This is an optimization exercise on Yosys and OpenROAD, whose aim is small area, not a production implementation. In this exercise RTL edits were held to simulation tests only and were not proved equivalent to the original.

== branch tundra ==
==> flow/design.v <==
module rf_oai22 (
    input  logic a1, a2, b1, b2,
    output logic y
);
    assign y = ~((a1 | a2) & (b1 | b2));
endmodule
module rf_nand2b (
    input  logic a, b,
    output logic y
);
    assign y = ~(a & b);
endmodule
module rf_aoi222 (
    input  logic a1, a2, b1, b2, c1, c2,
    output logic y
);
    assign y = ~((a1 & a2) | (b1 & b2) | (c1 & c2));
endmodule
module rf_nand2 (
    input  logic a, b,
    output logic y
);
    assign y = ~(a & b);
endmodule
module rf_nand4 (
    input  logic a, b, c, d,
    output logic y
);
    assign y = ~(a & b & c & d);
endmodule
module rf_ao31 (
    input  logic [31:1] sel,
    input  logic [31:1] d,
    output logic        y
);
    logic [10:0] x;
    logic [2:0]  p;
    for (genvar j = 0; j < 10; j++) begin : g_aoi
        rf_aoi222 u_aoi (
            .a1(sel[3*j+1]), .a2(d[3*j+1]),
            .b1(sel[3*j+2]), .b2(d[3*j+2]),
            .c1(sel[3*j+3]), .c2(d[3*j+3]),
            .y(x[j])
        );
    end
    rf_nand2 u_n31 (.a(sel[31]), .b(d[31]), .y(x[10]));
    rf_nand4 u_p0 (.a(x[0]), .b(x[1]), .c(x[2]), .d(x[3]), .y(p[0]));
    rf_nand4 u_p1 (.a(x[4]), .b(x[5]), .c(x[6]), .d(x[7]), .y(p[1]));
    rf_nor2  u_r  (.a(p[0]), .b(p[1]), .y(p[2]));
    rf_nand4 u_o  (.a(p[2]), .b(x[8]), .c(x[9]), .d(x[10]), .y(y));
endmodule
module rf_nor2 (
    input  logic a, b,
    output logic y
);
    assign y = ~(a | b);
endmodule
module rf_and3 (
    input  logic a, b, c,
    output logic y
);
    assign y = a & b & c;
endmodule
module rf_pre (
    input  logic [4:0] addr,
    output logic [3:0] lo,
    output logic [7:0] hi
);
    for (genvar k = 0; k < 4; k++) begin : g_lo
        assign lo[k] = (addr[1:0] == 2'(k));
    end
    for (genvar k = 0; k < 8; k++) begin : g_hi
        assign hi[k] = (addr[4:2] == 3'(k));
    end
endmodule
module rf_pre_e (
    input  logic [4:0] addr,
    input  logic       en,
    output logic [3:0] lo,
    output logic [7:0] hi
);
    for (genvar k = 0; k < 4; k++) begin : g_lo
        assign lo[k] = en && (addr[1:0] == 2'(k));
    end
    for (genvar k = 0; k < 8; k++) begin : g_hi
        assign hi[k] = (addr[4:2] == 3'(k));
    end
endmodule
module rf_and2 (
    input  logic a, b,
    output logic y
);
    assign y = a & b;
endmodule
module rf_pre_n (
    input  logic [4:0] addr,
    input  logic       en,
    output logic [3:0] lo_n,
    output logic [7:0] hi_n
);
    for (genvar k = 0; k < 4; k++) begin : g_lo
        assign lo_n[k] = ~(en && (addr[1:0] == 2'(k)));
    end
    for (genvar k = 0; k < 8; k++) begin : g_hi
        assign hi_n[k] = ~(addr[4:2] == 3'(k));
    end
endmodule
module rf_bmux (
    input  logic [3:0]  lo,
    input  logic [7:0]  hi,
    input  logic [31:1] busy,
    output logic        y
);
    always_comb begin
        y = 1'b0;
        for (int i = 1; i < 32; i++) y = y | (lo[i % 4] & hi[i / 4] & busy[i]);
    end
endmodule
module rf_cnt (
    input  logic [5:0] cnt,
    input  logic       inc,
    input  logic       dec,
    input  logic       clr,
    output logic [5:0] nxt
);
    assign nxt = clr ? 6'd0 : cnt + 6'(inc) - 6'(dec);
endmodule
module regfile_scoreboard (
    input  logic        clock,
    input  logic        ctrl_reset_n,
    input  logic        ctrl_writeEnable,
    input  logic [4:0]  ctrl_writeReg,
    input  logic [31:0] data_writeReg,
    input  logic [4:0]  ctrl_readRegA,
    input  logic [4:0]  ctrl_readRegB,
    output logic [31:0] data_readRegA,
    output logic [31:0] data_readRegB,
    output logic        busyA,
    output logic        busyB,
    input  logic        ctrl_issueEnable,
    input  logic [4:0]  ctrl_issueReg,
    input  logic        ctrl_flush,
    output logic [5:0]  busy_count,
    output logic        err_doubleIssue
);
    logic [31:0] regs_r [1:31];
    logic [31:1] valid_r;
    logic [31:1] busy_r;
    logic [5:0]  count_r;
    logic [5:0]  count_nxt_s;
    logic        err_r;
    logic        phase_r;
    logic [31:1] wsel_n_s;
    logic [31:0] wdx_s;
    logic [31:0] rawA_s, rawB_s;
    logic        anyA_s, anyB_s;
    logic [3:0]  wlo, ilo_n, alo, blo;
    logic [7:0]  whi, ihi_n, ahi, bhi;
    logic [31:1] wsel_s, isel_s, asel_s, bsel_s;
    logic        iss_en_s, we_eff_s, iss_eff_s, same_s;
    logic        busy_iss_s, busy_wr_s;
    logic        cnt_set_s, cnt_clr_s, dbl_issue_s;
    assign iss_en_s = ctrl_issueEnable && !ctrl_flush;
    rf_pre_e u_wpre (.addr(ctrl_writeReg), .en(ctrl_writeEnable), .lo(wlo), .hi(whi));
    rf_pre_n u_ipre (.addr(ctrl_issueReg), .en(iss_en_s), .lo_n(ilo_n), .hi_n(ihi_n));
    rf_pre   u_apre (.addr(ctrl_readRegA), .lo(alo), .hi(ahi));
    rf_pre   u_bpre (.addr(ctrl_readRegB), .lo(blo), .hi(bhi));
    for (genvar i = 1; i < 32; i++) begin : g_dec
        rf_and2 u_w (.a(wlo[i % 4]), .b(whi[i / 4]), .y(wsel_s[i]));
        rf_nand2b u_wn (.a(wlo[i % 4]), .b(whi[i / 4]), .y(wsel_n_s[i]));
        rf_nor2 u_i (.a(ilo_n[i % 4]), .b(ihi_n[i / 4]), .y(isel_s[i]));
        rf_and3 u_a (.a(alo[i % 4]), .b(ahi[i / 4]), .c(valid_r[i]), .y(asel_s[i]));
        rf_and3 u_b (.a(blo[i % 4]), .b(bhi[i / 4]), .c(valid_r[i]), .y(bsel_s[i]));
    end
    always_ff @(posedge clock or negedge ctrl_reset_n) begin
        if (!ctrl_reset_n) begin
            phase_r <= 1'b0;
        end else begin
            phase_r <= ~phase_r;
        end
    end
    assign wdx_s = data_writeReg ^ {32{phase_r}};
    for (genvar i = 1; i < 32; i++) begin : g_reg
        for (genvar b = 0; b < 32; b++) begin : g_bit
            logic d_nxt;
            rf_oai22 u_d (.a1(regs_r[i][b]), .a2(wsel_s[i]), .b1(wdx_s[b]), .b2(wsel_n_s[i]), .y(d_nxt));
            always_ff @(posedge clock) begin
                regs_r[i][b] <= d_nxt;
            end
        end
    end
    always_ff @(posedge clock or negedge ctrl_reset_n) begin
        if (!ctrl_reset_n) begin
            valid_r <= '0;
        end else begin
            valid_r <= valid_r | wsel_s;
        end
    end
    rf_ao31 u_biss (.sel(isel_s), .d(busy_r), .y(busy_iss_s));
    rf_ao31 u_bwr  (.sel(wsel_s), .d(busy_r), .y(busy_wr_s));
    assign we_eff_s    = ctrl_writeEnable && (ctrl_writeReg != 5'd0);
    assign iss_eff_s   = ctrl_issueEnable && (ctrl_issueReg != 5'd0);
    assign same_s      = (ctrl_issueReg == ctrl_writeReg);
    assign cnt_set_s   = iss_eff_s && !busy_iss_s;
    assign cnt_clr_s   = busy_wr_s && !(iss_eff_s && same_s);
    assign dbl_issue_s = busy_iss_s && !(we_eff_s && same_s);
    rf_cnt u_cnt (.cnt(count_r), .inc(cnt_set_s), .dec(cnt_clr_s), .clr(ctrl_flush), .nxt(count_nxt_s));
    always_ff @(posedge clock or negedge ctrl_reset_n) begin
        if (!ctrl_reset_n) begin
            busy_r  <= '0;
            count_r <= '0;
            err_r   <= 1'b0;
        end else begin
            busy_r  <= isel_s | (busy_r & ~(wsel_s | {31{ctrl_flush}}));
            count_r <= count_nxt_s;
            err_r   <= !ctrl_flush && (err_r || dbl_issue_s);
        end
    end
    for (genvar b = 0; b < 32; b++) begin : g_rd
        logic [31:1] col;
        for (genvar i = 1; i < 32; i++) begin : g_col
            assign col[i] = regs_r[i][b];
        end
        rf_ao31 u_a (.sel(asel_s), .d(col), .y(rawA_s[b]));
        rf_ao31 u_b (.sel(bsel_s), .d(col), .y(rawB_s[b]));
    end
    assign anyA_s        = |asel_s;
    assign anyB_s        = |bsel_s;
    assign data_readRegA = rawA_s ^ {32{phase_r & anyA_s}};
    assign data_readRegB = rawB_s ^ {32{phase_r & anyB_s}};
    rf_bmux u_busya (.lo(alo), .hi(ahi), .busy(busy_r), .y(busyA));
    rf_bmux u_busyb (.lo(blo), .hi(bhi), .busy(busy_r), .y(busyB));
    assign busy_count      = count_r;
    assign err_doubleIssue = err_r;
endmodule
export LEC_CHECK = 0
export CAP_MARGIN = 20
export CORE_MARGIN = 2
export CORE_UTILIZATION = 40
export GPL_TIMING_DRIVEN = 0
export SETUP_SLACK_MARGIN = 0.2
export SLEW_MARGIN = 20
export SYNTH_HIERARCHICAL = 1
export SYNTH_MINIMUM_KEEP_SIZE = 0
create_clock -name core_clock -period 7.0 [get_ports {clock}]
standard.sh (not shown) runs the stock make flow with config.mk's settings and CLKGATE_MAP_FILE= SYNTH_SCRIPT=/design/flow/synth_recipe.tcl, a recipe that flattens the netlist after the stock synthesis.
==> flow/flow/run.sh <==
#!/bin/bash
set -euo pipefail
export BUFFER_PORTS_ARGS="-buffer_cell sky130_fd_sc_hd__buf_1"
export PRE_GLOBAL_PLACE_TCL="$PWD/flow/upsize.tcl"
export CTS_ARGS="-sink_clustering_enable -repair_clock_nets -dont_use_dummy_load -sink_clustering_size 16 -sink_clustering_max_diameter 60 -buf_list {sky130_fd_sc_hd__clkbuf_8}"
bash standard.sh finish > flow_make.log 2>&1
==> flow/flow/upsize.tcl <==
# Run before global placement (PRE_GLOBAL_PLACE_TCL): give the drivers of the
# register file's wide select nets (write enables in both polarities and read
# selects, each with 32 or more loads) a drive strength that can carry the net
# without the resizer adding a buffer after a minimum-size gate.
set upsize_map {
  sky130_fd_sc_hd__and2_1 sky130_fd_sc_hd__and2_4
  sky130_fd_sc_hd__and3_1 sky130_fd_sc_hd__and3_2
  sky130_fd_sc_hd__nand2_1 sky130_fd_sc_hd__nand2_2
}
set n_up 0
foreach inst [get_cells *] {
  set ref [get_property $inst ref_name]
  if { ![dict exists $upsize_map $ref] } { continue }
  set fanout 0
  foreach pin [get_pins -of_objects $inst] {
    if { [get_property $pin direction] eq "output" } {
      set net [get_nets -of_objects $pin]
      set fanout [llength [get_pins -of_objects $net -filter "direction==input"]]
    }
  }
  if { $fanout >= 24 } {
    replace_cell $inst [dict get $upsize_map $ref]
    incr n_up
  }
}
puts "upsize.tcl: resized $n_up select drivers"
The inputs of branch ember differ from those of branch tundra as listed below.
Settings: CORE_UTILIZATION changed from 40 to 55.
==> run summary <==
- Across both runs, clock tree buffer count of the final layout was lower for branch ember than for branch tundra.
- branch ember: all stages complete, timing, DRC and antenna checks passed
- Total via count in the routed design, branch ember vs branch tundra: up by a few percent
- Relative to branch tundra, met1 routed wirelength after detailed routing has decreased by 7.6% in branch ember.
- After detailed routing, branch tundra needs less wire than branch ember.
- branch tundra reports its launch point of the critical path as ctrl_readRegB[1] while branch ember reports ctrl_readRegB[0].

==> afterwards: timing with drivers on the ports <==
How much do the figures lean on ideal ports? The routed layouts below were timed once more, with nothing changed but the port constraints.
Step 1, drivers: a clkbuf_16 drives clock and a buf_2 each remaining input, both assumed.
Step 2, shift: input delay + t, output delay - t, t = (earliest + latest rising clock arrival at the registers) / 2. This alone moves slack from input paths to output paths.
Three values: no drivers, after step 1, after step 2; two values: the first two.
| run | t (ns) | slack for setup (ns) | worst setup path at the end | worst data-port slew with drivers (ns) |
|---|---|---|---|---|
| branch tundra | 0.809 | 0.197 / 0.171 / 0.171 | input to output | 0.04 |
| branch ember | 0.782 | 0.065 / 0.038 / 0.038 | input to output | 0.04 |
After both steps setup and hold are still met in every run listed. The setup slack of branch ember, which loses most, moves by -0.027 ns with the drivers and by -0.027 ns with both steps.
